Background: an optimization exercise with open tools, aiming at small area, a short achievable clock period and few clock cycles. Do not read the settings as production practice. The RTL was checked by simulation tests, not by an equivalence proof against the original design. No activity file was given, so power comes from the tool's default toggle rates.

==> flow/design.v <==
module ex_stage (
  input  logic        clk,
  input  logic        rst,
  input  logic [7:0]  aluop_i,
  input  logic [3:0]  alusel_i,
  input  logic [63:0] oprand1_i,
  input  logic [63:0] oprand2_i,
  input  logic [4:0]  reg_write_addr_i,
  input  logic        reg_write_enable_i,
  input  logic        mem_valid_i,
  input  logic        mem_rw_i,
  output logic [63:0] reg_write_data_o,
  output logic [4:0]  reg_write_addr_o,
  output logic        reg_write_enable_o,
  output logic        mem_valid_o,
  output logic        mem_rw_o,
  output logic        stall_req_o
);
  localparam logic [63:0] INT_MIN = 64'h8000_0000_0000_0000;
  typedef enum logic [1:0] {IDLE, BUSY, DONE} state_t;
  state_t state;
  logic [63:0] rem_q;
  logic [63:0] quo_q;
  logic [63:0] dvs_q;
  logic [4:0]  cnt_q;
  logic [63:0] a, b;
  assign a = oprand1_i;
  assign b = oprand2_i;
  logic sel_logic, sel_shift, sel_arith, is_div, busy;
  assign sel_logic = (alusel_i == 4'd1);
  assign sel_shift = (alusel_i == 4'd2);
  assign sel_arith = (alusel_i == 4'd3);
  assign is_div    = (alusel_i == 4'd4) && (aluop_i[7:2] == 6'b001100);
  assign busy      = (state == BUSY);
  function automatic logic [64:0] bk_add(logic [63:0] x, logic [63:0] y, logic cin);
    logic [63:0] g, p, p0;
    p0 = x ^ y;
    g  = x & y;
    p  = p0;
    g[0] = g[0] | (p[0] & cin);
    for (int l = 0; l < 6; l++)
      for (int i = 0; i < 64; i++)
        if (((i + 1) % (2 << l)) == 0) begin
          g[i] = g[i] | (p[i] & g[i - (1 << l)]);
          p[i] = p[i] & p[i - (1 << l)];
        end
    for (int l = 4; l >= 0; l--)
      for (int i = 0; i < 64; i++)
        if (((i + 1) % (2 << l)) == (1 << l) && i >= (2 << l)) begin
          g[i] = g[i] | (p[i] & g[i - (1 << l)]);
          p[i] = p[i] & p[i - (1 << l)];
        end
    bk_add = {g[63], p0 ^ {g[62:0], cin}};
  endfunction
  logic        sh_left, sh_ok;
  logic [63:0] sh_in, sh_out, shift_res;
  assign sh_ok   = (aluop_i == 8'h10) || (aluop_i == 8'h11) || (aluop_i == 8'h12);
  assign sh_left = (aluop_i[1:0] == 2'b00);
  always_comb begin
    for (int i = 0; i < 64; i++) sh_in[i] = sh_left ? a[63-i] : a[i];
  end
  assign sh_out = 64'($signed({aluop_i[1] & a[63], sh_in}) >>> b[5:0]);
  always_comb begin
    for (int i = 0; i < 64; i++) shift_res[i] = sh_left ? sh_out[63-i] : sh_out[i];
  end
  logic        ar_sub;
  logic [63:0] add_a, add_b;
  logic [64:0] ar_sum;
  logic        ltu, lts;
  assign ar_sub = aluop_i[0] | aluop_i[1];    
  assign add_a  = a;
  assign add_b  = b;
  assign ar_sum = {1'b0, add_a} + {1'b0, add_b ^ {64{ar_sub}}} + {64'd0, ar_sub};
  assign ltu    = ~ar_sum[64];
  assign lts    = (a[63] ^ b[63]) ? a[63] : ar_sum[63];
  logic        op_signed, op_rem, a_neg, b_neg;
  logic [63:0] a_mag, b_mag;
  logic        div_zero, div_ovf, div_fast;
  logic [6:0]  lz_a, lz_b, lz_d;
  assign op_signed = aluop_i[1];
  assign op_rem    = aluop_i[0];
  assign a_neg     = op_signed & a[63];
  assign b_neg     = op_signed & b[63];
  assign a_mag     = a_neg ? (~a + 64'd1) : a;
  assign b_mag     = b_neg ? (~b + 64'd1) : b;
  function automatic logic [6:0] clz64(logic [63:0] v);
    logic [63:0] z;
    logic [5:0]  c [64];
    for (int i = 0; i < 64; i++) begin
      z[i] = ~v[i];
      c[i] = '0;
    end
    for (int l = 1; l <= 6; l++)
      for (int g = 0; g < (64 >> l); g++) begin
        logic       zh, zl;
        logic [5:0] ch, cl;
        zh = z[2*g+1]; zl = z[2*g];
        ch = c[2*g+1]; cl = c[2*g];
        z[g] = zh & zl;
        c[g] = zh ? (cl | 6'(1 << (l - 1))) : ch;
      end
    clz64 = {z[0], c[0] & {6{~z[0]}}};
  endfunction
  function automatic logic pow2_neg(logic [63:0] x);
    pow2_neg = 1'b1;
    for (int i = 0; i < 63; i++) pow2_neg = pow2_neg & (x[i+1] | ~x[i]);
  endfunction
  logic [6:0] lz1_a, lz1_b;
  assign lz1_a = clz64(a ^ {64{a_neg}});
  assign lz1_b = clz64(b ^ {64{b_neg}});
  assign lz_a  = lz1_a - {6'd0, a_neg & pow2_neg(a)};
  assign lz_b  = lz1_b - {6'd0, b_neg & pow2_neg(b)};
  assign lz_d  = (lz_a > lz_b) ? 7'd0 : lz_b - lz_a;
  assign div_zero = (b == '0);
  assign div_ovf  = op_signed && (a == INT_MIN) && (b == '1);
  assign div_fast = div_zero | div_ovf | ({1'b0, lz1_a} > {1'b0, lz1_b} + 8'd1);
  logic [63:0] fast_res;
  always_comb begin
    if (div_zero)     fast_res = op_rem ? a : '1;
    else if (div_ovf) fast_res = op_rem ? '0 : a;
    else              fast_res = op_rem ? a : '0;
  end
  logic [63:0] d_init;
  assign d_init = b_mag << {lz_d[5:1], 1'b0};
  logic        q0, q1;
  logic [63:0] r1, r2;
  logic [64:0] s0, s1;
  assign s0 = bk_add(rem_q, ~{dvs_q[62:0], 1'b0}, 1'b1);
  assign q0 = s0[64] & ~dvs_q[63];
  assign r1 = q0 ? s0[63:0] : rem_q;
  assign s1 = bk_add(r1, ~dvs_q, 1'b1);
  assign q1 = s1[64];
  assign r2 = q1 ? s1[63:0] : r1;
  always_ff @(posedge clk) begin
    if (rst) begin
      state <= IDLE;
    end else begin
      case (state)
        IDLE:    if (is_div && !div_fast) state <= BUSY;
        BUSY:    if (cnt_q == '0) state <= DONE;
        default: state <= IDLE;
      endcase
    end
  end
  always_ff @(posedge clk) begin
    if (busy) begin
      rem_q <= r2;
      quo_q <= {quo_q[61:0], q0, q1};
      dvs_q <= dvs_q >> 2;
      cnt_q <= cnt_q - 1'b1;
    end else begin
      rem_q <= a_mag;
      quo_q <= '0;
      dvs_q <= d_init;
      cnt_q <= lz_d[5:1];
    end
  end
  logic [63:0] div_sel, div_res;
  logic        res_neg;
  assign div_sel = op_rem ? rem_q : quo_q;
  assign res_neg = op_rem ? a_neg : (a_neg ^ b_neg);
  assign div_res = res_neg ? (~div_sel + 64'd1) : div_sel;
  logic idle, done, en_and, en_or, en_xor, en_shift, en_add, en_slt, en_sltu;
  logic en_fast, en_alu, en_pass;
  assign idle     = !rst && (state == IDLE);
  assign done     = !rst && (state == DONE);
  assign en_and   = idle && sel_logic && (aluop_i == 8'h01);
  assign en_or    = idle && sel_logic && (aluop_i == 8'h02);
  assign en_xor   = idle && sel_logic && (aluop_i == 8'h03);
  assign en_shift = idle && sel_shift && sh_ok;
  assign en_add   = idle && sel_arith && (aluop_i[7:1] == 7'b0010000);
  assign en_slt   = idle && sel_arith && (aluop_i == 8'h22);
  assign en_sltu  = idle && sel_arith && (aluop_i == 8'h23);
  assign en_fast  = idle && is_div && div_fast;
  assign en_alu   = idle && !is_div;
  logic [3:0]  lut;
  logic [63:0] lut_res;
  assign lut = {en_and | en_or, en_or | en_xor, en_or | en_xor, 1'b0};
  always_comb begin
    for (int i = 0; i < 64; i++) lut_res[i] = lut[{a[i], b[i]}];
  end
  always_comb begin
    reg_write_data_o = lut_res
                     | ({64{en_shift}} & shift_res)
                     | ({64{en_add}}   & ar_sum[63:0])
                     | {63'd0, (en_slt & lts) | (en_sltu & ltu)}
                     | ({64{en_fast}}  & fast_res)
                     | ({64{done}}     & div_res);
    reg_write_addr_o   = rst ? 5'd0 : reg_write_addr_i;
    reg_write_enable_o = (en_alu | en_fast | done) & reg_write_enable_i;
    mem_valid_o        = en_alu & mem_valid_i;
    mem_rw_o           = en_alu & mem_rw_i;
    stall_req_o        = !rst && ((state == BUSY) || (state == IDLE && is_div && !div_fast));
  end
endmodule
==> flow/config.mk <==
export PLATFORM = sky130hd
export DESIGN_NAME = ex_stage
export DESIGN_NICKNAME = ex_stage
export VERILOG_FILES = /design/flow/design.v
export SDC_FILE = /design/flow/constraint.sdc
export NUM_CORES = 4
export LEC_CHECK = 0
export CAP_MARGIN = 20
export CORE_MARGIN = 2
export CORE_UTILIZATION = 40
export SETUP_SLACK_MARGIN = 0.6
export SLEW_MARGIN = 20
==> flow/constraint.sdc <==
create_clock -name core_clock -period 10.0 [get_ports {clk}]
set_input_delay 2.0000 -clock core_clock [delete_from_list [all_inputs] [get_ports {clk}]]
set_output_delay 2.0000 -clock core_clock [all_outputs]
set_load 0.01 [all_outputs]
run.sh (not shown) runs the stock make flow with config.mk's settings and CLKGATE_MAP_FILE= SYNTH_SCRIPT=/design/flow/synth_recipe.tcl, a recipe that flattens the netlist after the stock synthesis.
Testbench counts at the start, summed over its fixed seeds: cycles 54,191.
Rerun with:
--- a/flow/design.v
+++ b/flow/design.v
@@ -52,6 +52,23 @@
         end
     bk_add = {g[63], p0 ^ {g[62:0], cin}};
   endfunction
+  function automatic logic [64:0] sk_add(logic [63:0] x, logic [63:0] y, logic cin);
+    logic [63:0] g, p, p0, gn, pn;
+    p0 = x ^ y;
+    g  = x & y;
+    p  = p0;
+    g[0] = g[0] | (p[0] & cin);
+    for (int l = 0; l < 6; l++) begin
+      gn = g; pn = p;
+      for (int i = 0; i < 64; i++)
+        if (i & (1 << l)) begin
+          gn[i] = g[i] | (p[i] & g[((i >> l) << l) - 1]);
+          pn[i] = p[i] & p[((i >> l) << l) - 1];
+        end
+      g = gn; p = pn;
+    end
+    sk_add = {g[63], p0 ^ {g[62:0], cin}};
+  endfunction
   logic        sh_left, sh_ok;
   logic [63:0] sh_in, sh_out, shift_res;
   assign sh_ok   = (aluop_i == 8'h10) || (aluop_i == 8'h11) || (aluop_i == 8'h12);
@@ -70,7 +87,7 @@
   assign ar_sub = aluop_i[0] | aluop_i[1];    
   assign add_a  = a;
   assign add_b  = b;
-  assign ar_sum = {1'b0, add_a} + {1'b0, add_b ^ {64{ar_sub}}} + {64'd0, ar_sub};
+  assign ar_sum = sk_add(add_a, add_b ^ {64{ar_sub}}, ar_sub);
   assign ltu    = ~ar_sum[64];
   assign lts    = (a[63] ^ b[63]) ? a[63] : ar_sum[63];
   logic        op_signed, op_rem, a_neg, b_neg;
The changed run completed without violations.
Non-clock buffer count drops by 126.
Worst hold slack got worse by 0.014 ns.
Area after synthesis drops by 1.5%.
Power drops by 1.7%.
Global-route usage drops by 0.77 points.
Final area drops by 4.5%.
Maximum frequency drops by 0.97%.
Setup slack got worse by 0.092 ns.
Synthesized cell count drops by 0.67%.
Final cell count drops by 2.2%.
First-iteration DRC count drops by 18%.
Testbench counts after the change, summed over its fixed seeds: cycles 54,191.

## afterwards: timing with drivers on the ports
No port has a modelled driver above. Below, the same layouts with a new extraction and two added sets of constraints. Step 1, drivers: a clkbuf_16 drives clk and a buf_2 each remaining input, both assumed. Step 2 moves the port delays by t, midway between the first and last clock arrival at a register: inputs arrive t later, outputs are due t later. That takes back most of the time a late clock gives input paths. a / b / c = ideal ports / drivers / drivers and shift; a / b = the first two.
run | t, ns | setup slack, ns | clock arrival spread, ns
the first run | 0.541 | 0.540 / 0.502 / 0.153 | 0.025 / 0.026
the second run | 0.563 | 0.447 / 0.420 / 0.040 | 0.028 / 0.028
After both steps setup and hold are still met in every run listed. The setup slack of the second run, which loses most, moves by -0.027 ns with the drivers and by -0.407 ns with both steps.
